This design comes from an exercise in tuning for small area and a short achievable clock period on the open sky130 flow, not from production work. Where RTL was checked, it was by simulation tests only, not by an equivalence proof against the original. Power and IR drop assume default switching activity.

Design csv_record_parse_and_hash, start of the top module:
module csv_record_parse_and_hash #(
  parameter int NUM_BUCKETS = crph_pkg::NUM_BUCKETS_DEF
) (
  input  logic         clk,
  input  logic         rst_n,
  input  logic         in_tvalid,
  output logic         in_tready,
  input  logic [7:0]   in_tdata,    
  input  logic         in_tlast,    
  output logic         out_tvalid,
  input  logic         out_tready,
  output logic [103:0] out_tdata,   
  output logic [1:0]   out_tuser    
);
Size in the first run: ~1,700 cells after synthesis, ~160 flip-flops, about 120 I/O pins, roughly 0.013 mm^2 of cells after synthesis.
Settings: LEC_CHECK=0, ABC_AREA=1, CAP_MARGIN=20, CORE_MARGIN=2, CORE_UTILIZATION=60, CTS_BUF_LIST=sky130_fd_sc_hd__clkbuf_4 sky130_fd_sc_hd__clkbuf_8, PLACE_DENSITY=0.75, SETUP_SLACK_MARGIN=2.2, SLEW_MARGIN=20, TNS_END_PERCENT=10; clock period 5.5 ns.
standard.sh (not shown) runs the stock make flow with config.mk's settings and CLKGATE_MAP_FILE= SYNTH_SCRIPT=/design/flow/synth_recipe.tcl, a recipe that flattens the netlist after the stock synthesis.
==> flow/flow/run.sh <==
#!/bin/bash
# The standard layout (standard.sh), with the port buffers made of the smallest
# plain buffer instead of the resizer's default choice. Every input and output
# port still gets its own buffer.
set -euo pipefail
export BUFFER_PORTS_ARGS="-buffer_cell sky130_fd_sc_hd__buf_1"
bash standard.sh > standard_flow.log 2>&1
The starting point produced a clean layout.
Next try:
--- a/flow/design.v
+++ b/flow/design.v
@@ -197,22 +197,22 @@
   assign c25   = !c_t50[6] ? c_t50[4:0] : !c_t25[6] ? c_t25[4:0] : c_t[4:0];
   logic [3:0] a16, b16, p_r16;
   logic [4:0] a25, b25;
   logic [5:0] sq_s, sq_d;
   logic [4:0] sq_fs, sq_fd, r16_h;
   logic [6:0] k_t;
   logic [6:0] k_t25, k_t50;
   logic [4:0] k;
   assign a16   = px[8:5];
   assign a25   = px[4:0];
-  assign b16   = acc_lo[8:5];
-  assign b25   = acc_lo[4:0];
+  assign b16   = acc_hi[8:5];
+  assign b25   = acc_hi[4:0];
   assign sq_s  = 6'(a25) + 6'(b25);
   assign sq_d  = 6'(a25) - 6'(b25);
   assign p_r16 = 4'(a16 * b16);
   assign sq_fs[0] = (sq_s[0] && !sq_s[1] && !sq_s[2] && !sq_s[3]) ||
       (sq_s[1] && !sq_s[2] && sq_s[3] && sq_s[4]) ||
       (sq_s[0] && sq_s[2] && !sq_s[3] && sq_s[4]) ||
       (!sq_s[0] && sq_s[1] && sq_s[2] && sq_s[5]) ||
       (!sq_s[1] && sq_s[2] && sq_s[3] && !sq_s[4] && !sq_s[5]) ||
       (!sq_s[0] && !sq_s[1] && !sq_s[2] && sq_s[3] && !sq_s[5]) ||
       (sq_s[4] && sq_s[5]) ||
@@ -331,42 +331,43 @@
       (p_r16[0] && !p_r16[1] && p_r16[2] && !p_r16[3]) ||
       (!p_r16[0] && p_r16[1] && !p_r16[2] && !p_r16[3]);
   assign r16_h[3] = (p_r16[0] && !p_r16[2] && !p_r16[3]) ||
       (!p_r16[1] && !p_r16[2] && p_r16[3]) ||
       (!p_r16[0] && !p_r16[2] && p_r16[3]) ||
       (p_r16[0] && p_r16[1] && p_r16[2] && p_r16[3]);
   assign r16_h[4] = (!p_r16[0] && p_r16[1] && !p_r16[3]) ||
       (p_r16[0] && !p_r16[2] && p_r16[3]) ||
       (!p_r16[0] && p_r16[2] && !p_r16[3]) ||
       (p_r16[0] && !p_r16[1] && p_r16[3]);
-  assign k_t   = 7'(acc_lo[9:5]) - 7'(acc_lo[4:0]) - 7'(acc_lo[14:10]);
+  assign k_t   = 7'(acc_hi[9:5]) - 7'(acc_hi[4:0]) - 7'(acc_hi[14:10]);
   assign k_t25 = k_t + 7'd25;
   assign k_t50 = k_t + 7'd50;
   assign k     = !k_t[6] ? k_t[4:0] : !k_t25[6] ? k_t25[4:0] : k_t50[4:0];
   always_ff @(posedge clk) begin
     acc_hp <= acc_step && !acc_clr;
     if (acc_step && !acc_clr) begin
       acc_lo <= lo_mul[15:0];
       acc_c  <= lo_mul[19:16];
     end else if (acc_clr) begin
       acc_lo <= '0;
-    end else if (acc_aux && p2_r) begin
-      acc_lo[14:0] <= {r16_h, sq_fs, sq_fd};
-    end else if (acc_aux && cb_r && !cpend && len == 10'd1) begin
-      acc_lo[8:0] <= {cbyte[3:0], c25};
     end
     if (acc_clr) begin
       acc_hi  <= '0;
       acc_sat <= 1'b0;
     end else begin
       acc_hi  <= hi_eff;
       acc_sat <= sat_eff;
+      if (acc_aux && p2_r) begin
+        acc_hi[14:0] <= {r16_h, sq_fs, sq_fd};
+      end else if (acc_aux && cb_r && !cpend && len == 10'd1) begin
+        acc_hi[8:0] <= {cbyte[3:0], c25};
+      end
     end
     if (state == S_RANK) begin
       rank     <= {hi_eff[3:0], acc_lo};
       rank_sat <= sat_eff || (acc_hp ? (acc_hi >= 16'd2 || (acc_hi == 16'd1 && acc_c >= 4'd6))
                                      : acc_hi >= 16'd16);
     end
   end
   logic [9:0] sum_add;
   logic [6:0] sum_sub;           
   assign sum_add = 10'(cpend ? 9'd0 : sum) + 10'(cbyte);
What happened:
- final cell count is about the same
- utilization rose by 0.55 points
- die area fell slightly
- register-to-register slack hardly moves
- routed wire length fell by a few percent
- total power fell by well over a third
The RTL of the first run of this note was laid out without a check of its function.


== P ==
csv_record_parse_and_hash, a different RTL version from the one above (not shown whole).
Size in the first run: about 120 I/O pins.
export LEC_CHECK = 0
export CAP_MARGIN = 20
export CORE_MARGIN = 2
export CORE_UTILIZATION = 60
export CTS_BUF_LIST = sky130_fd_sc_hd__clkbuf_4 sky130_fd_sc_hd__clkbuf_8
export PLACE_DENSITY = 0.75
export SETUP_SLACK_MARGIN = 1.5
export SLEW_MARGIN = 20
create_clock -name core_clock -period 5.5 [get_ports {clk}]
Scripts as last shown in full above: flow/flow/run.sh
diff inputs: P => Q
--- a/flow/design.v
+++ b/flow/design.v
@@ -167,15 +167,15 @@
   logic [5:0] sq_s, sq_d;
   logic [4:0] sq_fs, sq_fd, r16_h;
   logic [6:0] k_t;
   logic [6:0] k_t25, k_t50;
   logic [4:0] k;
   assign a16   = px[8:5];
   assign a25   = px[4:0];
-  assign b16   = cbyte[3:0];
+  assign b16   = acc_lo[8:5];
   assign b25   = acc_lo[4:0];
   assign sq_s  = 6'(a25) + 6'(b25);
   assign sq_d  = 6'(a25) - 6'(b25);
   assign p_r16 = 4'(a16 * b16);
   always_comb begin
     unique case (sq_s)
       6'd0: sq_fs = 5'd0;
@@ -344,30 +344,31 @@
       (p_r16 == 4'd15);
   assign r16_h[4] = (p_r16 == 4'd2) |
       (p_r16 == 4'd4) |
       (p_r16 == 4'd6) |
       (p_r16 == 4'd9) |
       (p_r16 == 4'd11) |
       (p_r16 == 4'd13);
-  assign k_t   = 7'(acc_lo[9:5]) - 7'(acc_lo[4:0]) - 7'(acc_lo[14:10]);
+  logic [5:0] sq_fdh;
+  assign sq_fdh = 6'(sq_fd) + 6'(r16_h);
+  assign k_t   = 7'(acc_lo[10:6]) - 7'(acc_lo[5:0]);
   assign k_t25 = k_t + 7'd25;
   assign k_t50 = k_t + 7'd50;
   assign k     = !k_t[6] ? k_t[4:0] : !k_t25[6] ? k_t25[4:0] : k_t50[4:0];
   always_ff @(posedge clk) begin
     acc_hp <= acc_step && !acc_clr;
     if (acc_step && !acc_clr) begin
       acc_lo <= lo_mul[15:0];
       acc_c  <= lo_mul[19:16];
     end else if (acc_clr) begin
       acc_lo <= '0;
     end else if (acc_aux && p2_r) begin
-      acc_lo[9:0] <= {sq_fs, sq_fd};
+      acc_lo[14:0] <= {p_r16, sq_fs, sq_fdh};
     end else if (acc_aux && cb_r && !cpend && len == 10'd1) begin
-      acc_lo[14:10] <= r16_h;
-      acc_lo[4:0]   <= c25;
+      acc_lo[8:0] <= {cbyte[3:0], c25};
     end
     if (acc_clr) begin
       acc_hi  <= '0;
       acc_sat <= 1'b0;
     end else begin
       acc_hi  <= hi_eff;
       acc_sat <= sat_eff;
@@ -396,18 +397,16 @@
     if (cb_r) begin
       if (cpend) len <= 10'd1;
       else if (len != crph_pkg::LEN_MAX) len <= len + 10'd1;
       sum <= sum_sub[10] ? sum_add[8:0] : sum_sub[8:0];
     end
     if (cb_r && cpend) begin
       px <= {cbyte[3:0], c25};
-    end else if (cb_r && len == 10'd1) begin
-      px[8:5] <= p_r16;
     end else if (p3_r) begin
-      px[4:0] <= k;
+      px <= {acc_lo[14:11], k};
     end
   end
   always_ff @(posedge clk) begin
     if (!skid_v) begin
       skid_b <= in_tdata;
       skid_l <= in_tlast;
     end
### Flow results
For simple-gate share of the synthesized area, P and Q come out practically identical.
In the reports for Q and P, the smaller number of placed instances, taps included belongs to Q.
Remaining max-slew budget at the tightest pin: Q worse than P
Changes observed in Q relative to P: number of non-clock buffers up 29; met1 track demand over resource in global routing down 0.89 points.
Per the comparison of Q with P, combinational power fell 27%; global-route met3 utilization rose 0.22 points; final total power fell 0.95 mW.
When the final numbers for Q and P were put side by side, the clock power turned out to be greater in P.
When the final numbers for Q and P were put side by side, the sequential portion of the cell area turned out to be greater in P.
Proportion of final cell area spent on non-clock buffers (higher): Q
For xor/xnor cell area share of the yosys netlist, Q and P come out practically identical.
Looking at first-pass GRT wire length, Q sits 4.4% above P.
No run of this note included a check of the RTL's function; only the layout flow was run.


Another version of the RTL of csv_record_parse_and_hash (not shown whole).
Size: roughly 160 flip-flops, about 120 I/O pins, about 13,000 µm² of cells after synthesis.
Design csv_record_parse_and_hash, start of the top module:
module csv_record_parse_and_hash #(
  parameter int NUM_BUCKETS = crph_pkg::NUM_BUCKETS_DEF
) (
  input  logic         clk,
  input  logic         rst_n,
  input  logic         in_tvalid,
  output logic         in_tready,
  input  logic [7:0]   in_tdata,    
  input  logic         in_tlast,    
  output logic         out_tvalid,
  input  logic         out_tready,
  output logic [103:0] out_tdata,   
  output logic [1:0]   out_tuser    
);
Settings: LEC_CHECK=0, ABC_AREA=1, CAP_MARGIN=20, CORE_MARGIN=2, CORE_UTILIZATION=60, CTS_BUF_LIST=sky130_fd_sc_hd__clkbuf_4 sky130_fd_sc_hd__clkbuf_8, PLACE_DENSITY=0.75, SETUP_SLACK_MARGIN=2.2, SLEW_MARGIN=20, TNS_END_PERCENT=10; clock period 5.5 ns.
Scripts as last shown in full above: flow/flow/run.sh
==> next run, changes <==
--- a/flow/design.v
+++ b/flow/design.v
@@ -198,23 +198,23 @@
   logic [3:0] a16, b16, p_r16;
   logic [4:0] a25, b25;
   logic [5:0] sq_s, sq_d;
   logic [4:0] sq_fs, sq_fd, r16_h;
   logic [6:0] k_t;
   logic [6:0] k_t25, k_t50;
   logic [4:0] k;
   assign a16   = px[8:5];
   assign a25   = px[4:0];
-  assign b16   = acc_lo[8:5];
+  assign b16   = cbyte[3:0];
   assign b25   = acc_lo[4:0];
   assign sq_s  = 6'(a25) + 6'(b25);
   assign sq_d  = 6'(a25) - 6'(b25);
-  assign p_r16 = acc_lo[13:10];
+  assign p_r16 = 4'(a16 * b16);
   assign sq_fs[0] = (sq_s[0] && !sq_s[1] && !sq_s[2] && !sq_s[3]) ||
       (sq_s[1] && !sq_s[2] && sq_s[3] && sq_s[4]) ||
       (sq_s[0] && sq_s[2] && !sq_s[3] && sq_s[4]) ||
       (!sq_s[0] && sq_s[1] && sq_s[2] && sq_s[5]) ||
       (!sq_s[1] && sq_s[2] && sq_s[3] && !sq_s[4] && !sq_s[5]) ||
       (!sq_s[0] && !sq_s[1] && !sq_s[2] && sq_s[3] && !sq_s[5]) ||
       (sq_s[4] && sq_s[5]) ||
       (sq_s[0] && !sq_s[1] && !sq_s[3] && sq_s[5]) ||
       (sq_s[0] && !sq_s[1] && sq_s[2] && sq_s[4]) ||
@@ -332,69 +332,74 @@
       (!p_r16[0] && p_r16[1] && !p_r16[2] && !p_r16[3]);
   assign r16_h[3] = (p_r16[0] && !p_r16[2] && !p_r16[3]) ||
       (!p_r16[1] && !p_r16[2] && p_r16[3]) ||
       (!p_r16[0] && !p_r16[2] && p_r16[3]) ||
       (p_r16[0] && p_r16[1] && p_r16[2] && p_r16[3]);
   assign r16_h[4] = (!p_r16[0] && p_r16[1] && !p_r16[3]) ||
       (p_r16[0] && !p_r16[2] && p_r16[3]) ||
       (!p_r16[0] && p_r16[2] && !p_r16[3]) ||
       (p_r16[0] && !p_r16[1] && p_r16[3]);
-  assign k_t   = 7'(acc_lo[9:5]) - 7'(acc_lo[4:0]) - 7'(r16_h);
+  assign k_t   = 7'(acc_lo[9:5]) - 7'(acc_lo[4:0]) - 7'(acc_lo[14:10]);
   assign k_t25 = k_t + 7'd25;
   assign k_t50 = k_t + 7'd50;
   assign k     = !k_t[6] ? k_t[4:0] : !k_t25[6] ? k_t25[4:0] : k_t50[4:0];
   always_ff @(posedge clk) begin
     acc_hp <= acc_step && !acc_clr;
     if (acc_step && !acc_clr) begin
       acc_lo <= lo_mul[15:0];
       acc_c  <= lo_mul[19:16];
     end else if (acc_clr) begin
       acc_lo <= '0;
     end else if (acc_aux && p2_r) begin
-      acc_lo[13:0] <= {4'(a16 * b16), sq_fs, sq_fd};
+      acc_lo[9:0] <= {sq_fs, sq_fd};
     end else if (acc_aux && cb_r && !cpend && len == 10'd1) begin
-      acc_lo[8:0] <= {cbyte[3:0], c25};
+      acc_lo[14:10] <= r16_h;
+      acc_lo[4:0]   <= c25;
     end
     if (acc_clr) begin
       acc_hi  <= '0;
       acc_sat <= 1'b0;
     end else begin
       acc_hi  <= hi_eff;
       acc_sat <= sat_eff;
     end
     if (state == S_RANK) begin
       rank     <= {hi_eff[3:0], acc_lo};
       rank_sat <= sat_eff || (acc_hp ? (acc_hi >= 16'd2 || (acc_hi == 16'd1 && acc_c >= 4'd6))
                                      : acc_hi >= 16'd16);
     end
   end
-  logic [9:0] sum_add;
-  logic [6:0] sum_sub;           
-  assign sum_add = 10'(cpend ? 9'd0 : sum) + 10'(cbyte);
-  assign sum_sub = {1'b0, sum_add[9:4]} - 7'd25;
+  logic [8:0]  sum_base;
+  logic [9:0]  sum_add;
+  logic [10:0] sum_sub;          
+  assign sum_base = cpend ? 9'd0 : sum;
+  assign sum_add  = 10'(sum_base) + 10'(cbyte);
+  assign sum_sub  = 11'(sum_base) + 11'(cbyte) - 11'd400;
   always_ff @(posedge clk) begin
     cb_r <= commit && state == S_CITY && !is_quote;
     p2_r <= cb_r && !cpend && len == 10'd1;
     p3_r <= p2_r;
     if (commit && state == S_OPEN_CITY) begin
       cpend <= 1'b1;
     end else if (cb_r) begin
       cpend <= 1'b0;
     end
     if (cb_r) begin
       if (cpend) len <= 10'd1;
       else if (len != crph_pkg::LEN_MAX) len <= len + 10'd1;
-      sum <= sum_sub[6] ? sum_add[8:0] : {sum_sub[4:0], sum_add[3:0]};
+      sum <= sum_sub[10] ? sum_add[8:0] : sum_sub[8:0];
     end
     if (cb_r && cpend) begin
       px <= {cbyte[3:0], c25};
+    end else if (cb_r && len == 10'd1) begin
+      px[8:5] <= p_r16;
     end else if (p3_r) begin
-      px <= {p_r16, k};
+      px[4:0] <= k;
     end
   end
   always_ff @(posedge clk) begin
     skid_b <= b;
     skid_l <= last;
     if (ob_free) begin
       out_acc <= acc_word;
       out_err <= !acc_word && !city_word;
       out_gp  <= acc_word && (state == S_POP);
Effect: Count of clock-buffer cells in the layout came out higher by 2. Routed wire length came out lower by 0.67%. Cell area came out higher by 2.8%. Fmax came out higher by 1.4%. Non-clock buffer count came out higher by 11. Clock power came out lower by 7.6%. Cell count came out higher by 2.8%. Area after synthesis came out higher by 2.0%. Critical path depth came out higher by 7. Global-route usage came out lower by 0.76 points. Core utilization is about the same.
No functional check of the RTL was part of any run of this note.


the baseline:
csv_record_parse_and_hash, a different RTL version from the one above (not shown whole).
Size: roughly 1900 cells after synthesis, ~160 flip-flops, roughly 120 I/O pins, roughly 13000 µm² of cells after synthesis.
clock: 5.5 ns
lec_check: 0
abc_area: 1
cap_margin: 20
core_margin: 2
core_utilization: 60
cts_buf_list: sky130_fd_sc_hd__clkbuf_4 sky130_fd_sc_hd__clkbuf_8
place_density: 0.75
setup_slack_margin: 2.0
slew_margin: 20
tns_end_percent: 10
Scripts as last shown in full above: flow/flow/run.sh
What the candidate does differently from the baseline at the input level:
-- flow/design.v --
<<< the baseline, line 73
  logic [9:0]  len;
  logic [8:0]  sum;
  logic [8:0]  px;               
  logic        cb_r;             
  logic        p2_r;             
>>> the candidate, line 73
  logic [9:0]  len;
  logic [8:0]  sum;
  logic [10:0] px;               
  logic        cb_r;             
  logic        p2_r;             
<<< the baseline, line 201
  logic [4:0] sq_fs, sq_fd, r16_h;
  logic [6:0] k_t;
  logic [6:0] k_t25, k_t50;
  logic [4:0] k;
  assign a16   = px[8:5];
  assign a25   = px[4:0];
  assign b16   = cbyte[3:0];
>>> the candidate, line 201
  logic [4:0] sq_fs, sq_fd, r16_h;
  logic [6:0] k_t;
  assign a16   = px[9:6];
  assign a25   = px[4:0];
  assign b16   = cbyte[3:0];
<<< the baseline, line 383
      (p_r16 == 4'd13);
  assign k_t   = 7'(acc_lo[9:5]) - 7'(acc_lo[4:0]) - 7'(acc_lo[14:10]);
  assign k_t25 = k_t + 7'd25;
  assign k_t50 = k_t + 7'd50;
  assign k     = !k_t[6] ? k_t[4:0] : !k_t25[6] ? k_t25[4:0] : k_t50[4:0];
  always_ff @(posedge clk) begin
    acc_hp <= acc_step && !acc_clr;
>>> the candidate, line 381
      (p_r16 == 4'd13);
  assign k_t   = 7'(acc_lo[9:5]) - 7'(acc_lo[4:0]) - 7'(acc_lo[14:10]);
  always_ff @(posedge clk) begin
    acc_hp <= acc_step && !acc_clr;
<<< the baseline, line 433
    end
    if (cb_r && cpend) begin
      px <= {cbyte[3:0], c25};
    end else if (cb_r && len == 10'd1) begin
      px[8:5] <= p_r16;
    end else if (p3_r) begin
      px[4:0] <= k;
    end
  end
>>> the candidate, line 428
    end
    if (cb_r && cpend) begin
      px[9:6] <= cbyte[3:0];
      px[4:0] <= c25;
    end else if (cb_r && len == 10'd1) begin
      px[9:6] <= p_r16;
    end else if (p3_r) begin
      px[10]  <= k_t[6];
      px[5:0] <= k_t[5:0];
    end
  end
<<< the baseline, line 462
  assign len_idx  = !len_m800[5] ? {len_m800[3:0], len[4:0]} :
                    !len_m400[6] ? {len_m400[4:0], len[3:0]} : len[8:0];
  logic [8:0] prod_idx;
  assign prod_idx = {px[4:0], px[8:5]};
  logic out_city;
  assign out_city = !out_acc && !out_err;
>>> the candidate, line 459
  assign len_idx  = !len_m800[5] ? {len_m800[3:0], len[4:0]} :
                    !len_m400[6] ? {len_m400[4:0], len[3:0]} : len[8:0];
  logic [6:0] k_q, k_q25, k_q50;
  logic [4:0] k;
  logic [8:0] prod_idx;
  assign k_q      = {px[10], px[5:0]};
  assign k_q25    = k_q + 7'd25;
  assign k_q50    = k_q + 7'd50;
  assign k        = !k_q[6] ? k_q[4:0] : !k_q25[6] ? k_q25[4:0] : k_q50[4:0];
  assign prod_idx = {k, px[9:6]};
  logic out_city;
  assign out_city = !out_acc && !out_err;
==> comparison <==
Going from the baseline to the candidate, cell area grew slightly.
Relative to the baseline, the candidate degrades worst hold slack.
Register-to-register setup slack, the baseline and the candidate: lower on the baseline
Looking only at biggest cell delay along the critical path, and setting everything else aside, the lower value of the baseline and the candidate goes to the candidate.
The candidate ended up with flip-flop to output port as its path type of the worst setup path; the baseline ended up with flip-flop to flip-flop.
Compared with the baseline, in the candidate synthesized area went down by about 0.4%; maximum achievable frequency went down by about 1.3%; layout cell share with drive strength beyond 1 rose 1.9 points.
The candidate — detailed route wirelength on metal3 about 12% lower, the baseline as reference
Taking the baseline as the reference, in the candidate power now sits higher; portion of the clock cycle consumed by the worst path in the final layout now sits higher; number of enable-type register cells in the synthesized netlist now sits higher; die area now sits lower.
~same post-place instance area in the baseline and the candidate
The higher number of vias per cell came out of the candidate.
No functional check of the RTL was part of any run of this note.

## separate check: timing with driven ports
The results above use ideal ports. As a check the final layouts listed here were re-extracted and re-timed, cells and wires unchanged. Step 1: set_driving_cell puts a clkbuf_16 on clk and a buf_2 on each other input, an assumption about the parent block. Step 2 times the ports against the registers' clock, not the clock port: input delays grow and output delays shrink by t, the midpoint of the rising clock arrivals with the driver on. a / b / c = no drivers / after step 1 / after step 2; a / b = the first two.
run | shift t [ns] | setup WS [ns] | worst hold slack (ns) | worst setup path at the end | clock arrival spread, ns
the first run of note 1 | 0.506 | 2.207 / 2.161 / 1.905 | 0.374 / 0.374 / 0.374 | input to register | 0.025 / 0.026
the second run of note 1 | 0.506 | 2.215 / 2.174 / 1.912 | 0.347 / 0.347 / 0.347 | input to register | 0.015 / 0.015
P | 0.522 | 1.644 / 1.644 / 1.214 | 0.409 / 0.409 / 0.409 | input to register | 0.018 / 0.019
Q | 0.507 | 1.455 / 1.455 / 1.455 | 0.406 / 0.406 / 0.406 | register to register | 0.015 / 0.016
the first run of note 3 | 0.509 | 2.213 / 2.174 / 1.967 | 0.363 / 0.363 / 0.363 | input to register | 0.026 / 0.026
the second run of note 3 | 0.506 | 2.257 / 2.257 / 1.925 | 0.407 / 0.407 / 0.407 | input to register | 0.023 / 0.023
the baseline | 0.508 | 2.005 / 2.005 / 1.842 | 0.413 / 0.413 / 0.413 | input to register | 0.021 / 0.021
the candidate | 0.512 | 1.960 / 1.917 / 1.748 | 0.396 / 0.396 / 0.396 | input to register | 0.021 / 0.021
After both steps every run listed still meets setup and hold. The setup slack of P, which loses most, moves by 0.000 ns with the drivers and by -0.430 ns with both steps.
